What follows belongs to an exercise in optimizing a design on an open flow for small area, a short achievable clock period and few clock cycles per item; a production flow would make more cautious choices. Where RTL was checked, it was by simulation tests only, not by an equivalence proof against the original. Power is estimated from default activity; no workload was simulated.

## onyx
==> flow/design.v <==
package miss_pkg;
    localparam int NLINE_W    = 26;
    localparam int SET_W      = 6;
    localparam int TAG_W      = 20;
    localparam int WAY_W      = 2;
    localparam int BEATS      = 4;
    localparam int BEAT_W     = 2;
    localparam int DATA_W     = 64;
    localparam int ID_W       = 4;
    localparam int MSHR_N     = 4;
    localparam int MSHR_W     = 2;
    localparam int DATA_DEPTH = 8;
    localparam int META_DEPTH = 2;
    localparam int ALLOC_W    = NLINE_W + WAY_W + BEAT_W + 2 * ID_W + 1;
    localparam int DATA_AW    = $clog2(DATA_DEPTH);
    localparam int META_AW    = $clog2(META_DEPTH);
    typedef struct packed {
        logic [NLINE_W-1:0] nline;
        logic [WAY_W-1:0]   way;
        logic [BEAT_W-1:0]  word;
        logic [ID_W-1:0]    sid;
        logic [ID_W-1:0]    tid;
        logic               need_rsp;
    } miss_alloc_t;
    typedef struct packed {
        logic        valid;
        miss_alloc_t req;
    } mshr_entry_t;
    typedef struct packed {
        logic [NLINE_W-1:0] nline;
        logic [MSHR_W-1:0]  id;
    } mem_req_t;
    typedef struct packed {
        logic [DATA_W-1:0] data;
        logic [MSHR_W-1:0] id;
        logic              error;
        logic              last;
    } mem_resp_t;
    typedef struct packed {
        logic [MSHR_W-1:0] id;
        logic              error;
    } refill_meta_t;
    typedef struct packed {
        logic [SET_W-1:0]  set;
        logic [WAY_W-1:0]  way;
        logic [BEAT_W-1:0] beat;
        logic [DATA_W-1:0] data;
    } refill_wr_t;
    typedef struct packed {
        logic [SET_W-1:0] set;
        logic [WAY_W-1:0] way;
        logic             valid;
        logic [TAG_W-1:0] tag;
    } dir_entry_t;
    typedef struct packed {
        logic [DATA_W-1:0] data;
        logic [ID_W-1:0]   sid;
        logic [ID_W-1:0]   tid;
        logic              error;
    } core_rsp_t;
endpackage
`timescale 1ns/1ps
module miss_handler (
    input  logic                         clk_i,
    input  logic                         rst_ni,
    input  logic                         alloc_valid_i,
    input  logic [38:0]                  alloc_i,
    output logic                         alloc_ready_o,
    output logic                         mshr_full_o,
    output logic                         mem_req_valid_o,
    output logic [27:0]                  mem_req_o,
    input  logic                         mem_req_ready_i,
    input  logic                         mem_resp_valid_i,
    input  logic [67:0]                  mem_resp_i,
    output logic                         mem_resp_ready_o,
    output logic                         refill_req_o,
    input  logic                         refill_gnt_i,
    output logic                         refill_wr_valid_o,
    output logic [73:0]                  refill_wr_o,
    output logic                         dir_wr_valid_o,
    output logic [28:0]                  dir_wr_o,
    output logic                         core_rsp_valid_o,
    output logic [72:0]                  core_rsp_o,
    input  logic [miss_pkg::NLINE_W-1:0] check_nline_i,
    output logic                         check_hit_o,
    output logic                         mshr_empty_o
);
    localparam int N = miss_pkg::MSHR_N;
    miss_pkg::miss_alloc_t alloc_s;
    miss_pkg::mem_resp_t   resp_s;
    miss_pkg::refill_wr_t  wr_s;
    miss_pkg::dir_entry_t  dir_s;
    miss_pkg::core_rsp_t   rsp_s;
    assign alloc_s = alloc_i;
    assign resp_s  = mem_resp_i;
    logic [N-1:0]                  valid_q;
    logic [miss_pkg::NLINE_W-1:0]  nline_q [N];
    logic [miss_pkg::WAY_W-1:0]    way_q   [N];
    logic [miss_pkg::BEAT_W-1:0]   word_q  [N];
    logic [miss_pkg::ID_W-1:0]     sid_q   [N];
    logic [miss_pkg::ID_W-1:0]     tid_q   [N];
    logic [N-1:0]                  rsp_q;
    logic [miss_pkg::MSHR_W-1:0]   idx_q, idx_d;
    logic [N-1:0]                  valid_d;
    logic                          take, ret;
    logic [miss_pkg::MSHR_W-1:0]   rid;
    assign mshr_full_o  = &valid_q;
    assign mshr_empty_o = ~|valid_q;
    assign alloc_ready_o   = mem_req_ready_i && !mshr_full_o;
    assign mem_req_valid_o = alloc_valid_i && !mshr_full_o;
    assign mem_req_o       = {alloc_s.nline, idx_q};
    assign take            = alloc_valid_i && alloc_ready_o;
    always_comb begin
        check_hit_o = 1'b0;
        for (int i = 0; i < N; i++) begin
            if (valid_q[i] && (nline_q[i] == check_nline_i)) begin
                check_hit_o = 1'b1;
            end
        end
    end
    always_comb begin
        valid_d = valid_q;
        if (ret) begin
            valid_d[rid] = 1'b0;
        end
        if (take) begin
            valid_d[idx_q] = 1'b1;
        end
    end
    always_comb begin
        idx_d = idx_q;
        if (!(mem_req_valid_o && !mem_req_ready_i)) begin
            idx_d = '0;
            for (int i = N - 1; i >= 0; i--) begin
                if (!valid_d[i]) begin
                    idx_d = miss_pkg::MSHR_W'(i);
                end
            end
        end
    end
    always_ff @(posedge clk_i or negedge rst_ni) begin
        if (!rst_ni) begin
            valid_q <= '0;
            idx_q   <= '0;
        end else begin
            valid_q <= valid_d;
            idx_q   <= idx_d;
        end
    end
    always_ff @(posedge clk_i) begin
        for (int i = 0; i < N; i++) begin
            if (take && idx_q == miss_pkg::MSHR_W'(i)) begin
                nline_q[i] <= alloc_s.nline;
                way_q[i]   <= alloc_s.way;
                word_q[i]  <= alloc_s.word;
                sid_q[i]   <= alloc_s.sid;
                tid_q[i]   <= alloc_s.tid;
                rsp_q[i]   <= alloc_s.need_rsp;
            end
        end
    end
    logic [miss_pkg::BEAT_W-1:0] cnt_q;
    logic                        mid, fire;
    assign mid              = (cnt_q != '0);
    assign refill_req_o     = mem_resp_valid_i && !mid;
    assign mem_resp_ready_o = mid || refill_gnt_i;
    assign fire             = mem_resp_valid_i && mem_resp_ready_o;
    assign rid              = resp_s.id;
    assign ret              = fire && (cnt_q == miss_pkg::BEAT_W'(miss_pkg::BEATS - 1));
    always_ff @(posedge clk_i or negedge rst_ni) begin
        if (!rst_ni) begin
            cnt_q <= '0;
        end else if (fire) begin
            cnt_q <= cnt_q + 1'b1;
        end
    end
    logic [N-1:0]                 rsel;
    logic [miss_pkg::NLINE_W-1:0] r_nline;
    logic [miss_pkg::WAY_W-1:0]   r_way;
    logic [miss_pkg::BEAT_W-1:0]  r_word;
    logic [miss_pkg::ID_W-1:0]    r_sid, r_tid;
    logic                         r_rsp;
    always_comb begin
        r_nline = '0;
        r_way   = '0;
        r_word  = '0;
        r_sid   = '0;
        r_tid   = '0;
        r_rsp   = 1'b0;
        for (int i = 0; i < N; i++) begin
            rsel[i] = (rid == miss_pkg::MSHR_W'(i));
            r_nline = r_nline | ({miss_pkg::NLINE_W{rsel[i]}} & nline_q[i]);
            r_way   = r_way   | ({miss_pkg::WAY_W{rsel[i]}}   & way_q[i]);
            r_word  = r_word  | ({miss_pkg::BEAT_W{rsel[i]}}  & word_q[i]);
            r_sid   = r_sid   | ({miss_pkg::ID_W{rsel[i]}}    & sid_q[i]);
            r_tid   = r_tid   | ({miss_pkg::ID_W{rsel[i]}}    & tid_q[i]);
            r_rsp   = r_rsp   | (rsel[i] & rsp_q[i]);
        end
    end
    assign refill_wr_valid_o = fire && !resp_s.error;
    assign wr_s.set  = r_nline[miss_pkg::SET_W-1:0];
    assign wr_s.way  = r_way;
    assign wr_s.beat = cnt_q;
    assign wr_s.data = resp_s.data;
    assign refill_wr_o = wr_s;
    assign dir_wr_valid_o = ret;
    assign dir_s.set   = r_nline[miss_pkg::SET_W-1:0];
    assign dir_s.way   = r_way;
    assign dir_s.valid = !resp_s.error;
    assign dir_s.tag   = r_nline[miss_pkg::NLINE_W-1 -: miss_pkg::TAG_W];
    assign dir_wr_o    = dir_s;
    assign core_rsp_valid_o = fire && r_rsp && (cnt_q == r_word);
    assign rsp_s.data  = resp_s.data;
    assign rsp_s.sid   = r_sid;
    assign rsp_s.tid   = r_tid;
    assign rsp_s.error = resp_s.error;
    assign core_rsp_o  = rsp_s;
endmodule
==> flow/config.mk <==
export PLATFORM = sky130hd
export DESIGN_NAME = miss_handler
export DESIGN_NICKNAME = miss_handler
export VERILOG_FILES = /design/flow/design.v
export SDC_FILE = /design/flow/constraint.sdc
export NUM_CORES = 4
export LEC_CHECK = 0
export CAP_MARGIN = 20
export CORE_MARGIN = 2
export CORE_UTILIZATION = 40
export CTS_BUF_LIST = sky130_fd_sc_hd__clkbuf_8
export SETUP_SLACK_MARGIN = 1.5
export SLEW_MARGIN = 20
export BUFFER_PORTS_ARGS = -buffer_cell sky130_fd_sc_hd__buf_2
export DONT_USE_CELLS = sky130_fd_sc_hd__clkdlybuf4s15_1 sky130_fd_sc_hd__clkdlybuf4s15_2 sky130_fd_sc_hd__clkdlybuf4s18_1 sky130_fd_sc_hd__clkdlybuf4s18_2 sky130_fd_sc_hd__clkdlybuf4s25_1 sky130_fd_sc_hd__clkdlybuf4s25_2 sky130_fd_sc_hd__clkdlybuf4s50_1 sky130_fd_sc_hd__clkdlybuf4s50_2 sky130_fd_sc_hd__dlygate4sd1_1 sky130_fd_sc_hd__dlygate4sd2_1 sky130_fd_sc_hd__dlygate4sd3_1 sky130_fd_sc_hd__dlymetal6s2s_1 sky130_fd_sc_hd__dlymetal6s4s_1 sky130_fd_sc_hd__dlymetal6s6s_1
==> flow/constraint.sdc <==
create_clock -name core_clock -period 4.5 [get_ports {clk_i}]
set_input_delay 0.9000 -clock core_clock [delete_from_list [all_inputs] [get_ports {clk_i}]]
set_output_delay 0.9000 -clock core_clock [all_outputs]
set_load 0.01 [all_outputs]
standard.sh (not shown) runs the stock make flow with config.mk's settings and CLKGATE_MAP_FILE= SYNTH_SCRIPT=/design/flow/synth_recipe.tcl, a recipe that flattens the netlist after the stock synthesis.
==> flow/flow/run.sh <==
#!/bin/bash
# Standard layout, with the port buffers made from plain buffers instead of
# the delay cells ORFS picks for sky130hd, and delay cells kept out of repair.
set -euo pipefail
cat >> config.mk <<'MK'
export BUFFER_PORTS_ARGS = -buffer_cell sky130_fd_sc_hd__buf_2
export DONT_USE_CELLS = sky130_fd_sc_hd__clkdlybuf4s15_1 sky130_fd_sc_hd__clkdlybuf4s15_2 sky130_fd_sc_hd__clkdlybuf4s18_1 sky130_fd_sc_hd__clkdlybuf4s18_2 sky130_fd_sc_hd__clkdlybuf4s25_1 sky130_fd_sc_hd__clkdlybuf4s25_2 sky130_fd_sc_hd__clkdlybuf4s50_1 sky130_fd_sc_hd__clkdlybuf4s50_2 sky130_fd_sc_hd__dlygate4sd1_1 sky130_fd_sc_hd__dlygate4sd2_1 sky130_fd_sc_hd__dlygate4sd3_1 sky130_fd_sc_hd__dlymetal6s2s_1 sky130_fd_sc_hd__dlymetal6s4s_1 sky130_fd_sc_hd__dlymetal6s6s_1
MK
bash standard.sh > standard.log 2>&1
The final layout from onyx, which completed every stage, passed the timing, DRC and antenna checks at the end of the flow.
Relative to onyx, the following input files were edited for cedar:
-- flow/design.v --
<<< onyx, line 175
        end
    end
    logic [N-1:0]                 rsel;
    logic [miss_pkg::NLINE_W-1:0] r_nline;
    logic [miss_pkg::WAY_W-1:0]   r_way;
    logic [miss_pkg::BEAT_W-1:0]  r_word;
    logic [miss_pkg::ID_W-1:0]    r_sid, r_tid;
    logic                         r_rsp;
    always_comb begin
        r_nline = '0;
        r_way   = '0;
        r_word  = '0;
        r_sid   = '0;
        r_tid   = '0;
        r_rsp   = 1'b0;
        for (int i = 0; i < N; i++) begin
            rsel[i] = (rid == miss_pkg::MSHR_W'(i));
            r_nline = r_nline | ({miss_pkg::NLINE_W{rsel[i]}} & nline_q[i]);
            r_way   = r_way   | ({miss_pkg::WAY_W{rsel[i]}}   & way_q[i]);
            r_word  = r_word  | ({miss_pkg::BEAT_W{rsel[i]}}  & word_q[i]);
            r_sid   = r_sid   | ({miss_pkg::ID_W{rsel[i]}}    & sid_q[i]);
            r_tid   = r_tid   | ({miss_pkg::ID_W{rsel[i]}}    & tid_q[i]);
            r_rsp   = r_rsp   | (rsel[i] & rsp_q[i]);
        end
    end
    assign refill_wr_valid_o = fire && !resp_s.error;
    assign wr_s.set  = r_nline[miss_pkg::SET_W-1:0];
    assign wr_s.way  = r_way;
    assign wr_s.beat = cnt_q;
    assign wr_s.data = resp_s.data;
    assign refill_wr_o = wr_s;
    assign dir_wr_valid_o = ret;
    assign dir_s.set   = r_nline[miss_pkg::SET_W-1:0];
    assign dir_s.way   = r_way;
    assign dir_s.valid = !resp_s.error;
    assign dir_s.tag   = r_nline[miss_pkg::NLINE_W-1 -: miss_pkg::TAG_W];
    assign dir_wr_o    = dir_s;
    assign core_rsp_valid_o = fire && r_rsp && (cnt_q == r_word);
    assign rsp_s.data  = resp_s.data;
    assign rsp_s.sid   = r_sid;
    assign rsp_s.tid   = r_tid;
    assign rsp_s.error = resp_s.error;
    assign core_rsp_o  = rsp_s;
>>> cedar, line 175
        end
    end
    assign refill_wr_valid_o = fire && !resp_s.error;
    assign wr_s.set  = nline_q[rid][miss_pkg::SET_W-1:0];
    assign wr_s.way  = way_q[rid];
    assign wr_s.beat = cnt_q;
    assign wr_s.data = resp_s.data;
    assign refill_wr_o = wr_s;
    assign dir_wr_valid_o = ret;
    assign dir_s.set   = nline_q[rid][miss_pkg::SET_W-1:0];
    assign dir_s.way   = way_q[rid];
    assign dir_s.valid = !resp_s.error;
    assign dir_s.tag   = nline_q[rid][miss_pkg::NLINE_W-1 -: miss_pkg::TAG_W];
    assign dir_wr_o    = dir_s;
    logic [N-1:0] word_now;
    for (genvar g = 0; g < N; g++) begin : g_word
        assign word_now[g] = rsp_q[g] && (word_q[g] == cnt_q);
    end
    assign core_rsp_valid_o = fire && word_now[rid];
    assign rsp_s.data  = resp_s.data;
    assign rsp_s.sid   = sid_q[rid];
    assign rsp_s.tid   = tid_q[rid];
    assign rsp_s.error = resp_s.error;
    assign core_rsp_o  = rsp_s;
==> summary.txt <==
Lower final critical-path required period among onyx and cedar: onyx. Power density over the cells went down slightly going from onyx to cedar. Taking onyx as the reference, in cedar final-layout fill cell count decreased by 52 relative to the old numbers, logic gate share of total power rose by 1.2 points, remaining design rule violation count neither gained nor lost much. The run with more setup slack is onyx; cedar has less. Comparing onyx and cedar, switching portion of total power is higher on onyx. cedar ran to completion and came out clean on the timing, DRC and antenna checks. Share of the cycle needed by the critical path after routing (lower): onyx. Going from onyx to cedar, the wire length was found to have gone up by 2.6%.
Testbench counts of cedar, summed over its fixed seeds: cycles 9,977, items 2,400.
Function not checked in onyx: the RTL went through the layout flow alone.

-- separate check: timing with driven ports --
No port has a modelled driver above. Below, the same layouts with a new extraction and two added sets of constraints. Step 1 assumes that a clkbuf_16 drives the clock port and a buf_2 every other input. Step 2 times the ports against the registers' clock, not the clock port: input delays grow and output delays shrink by t, the midpoint of the rising clock arrivals with the driver on. Slacks: ideal / step 1 / step 2; pairs: ideal / step 1.
run | shift t [ns] | setup slack, ns | hold WS [ns] | slew at the worst register clock pin (ns) | worst slew at a driven data input, ns
onyx | 0.491 | 1.380 / 1.278 / 1.278 | 0.268 / 0.252 / 0.545 | 0.10 / 0.10 | 0.23
cedar | 0.489 | 1.359 / 1.317 / 1.317 | 0.267 / 0.253 / 0.626 | 0.10 / 0.10 | 0.24
After both steps every run listed still meets setup and hold. For onyx, which loses most, drivers alone change the setup slack by -0.102 ns; drivers and shift together by -0.102 ns.
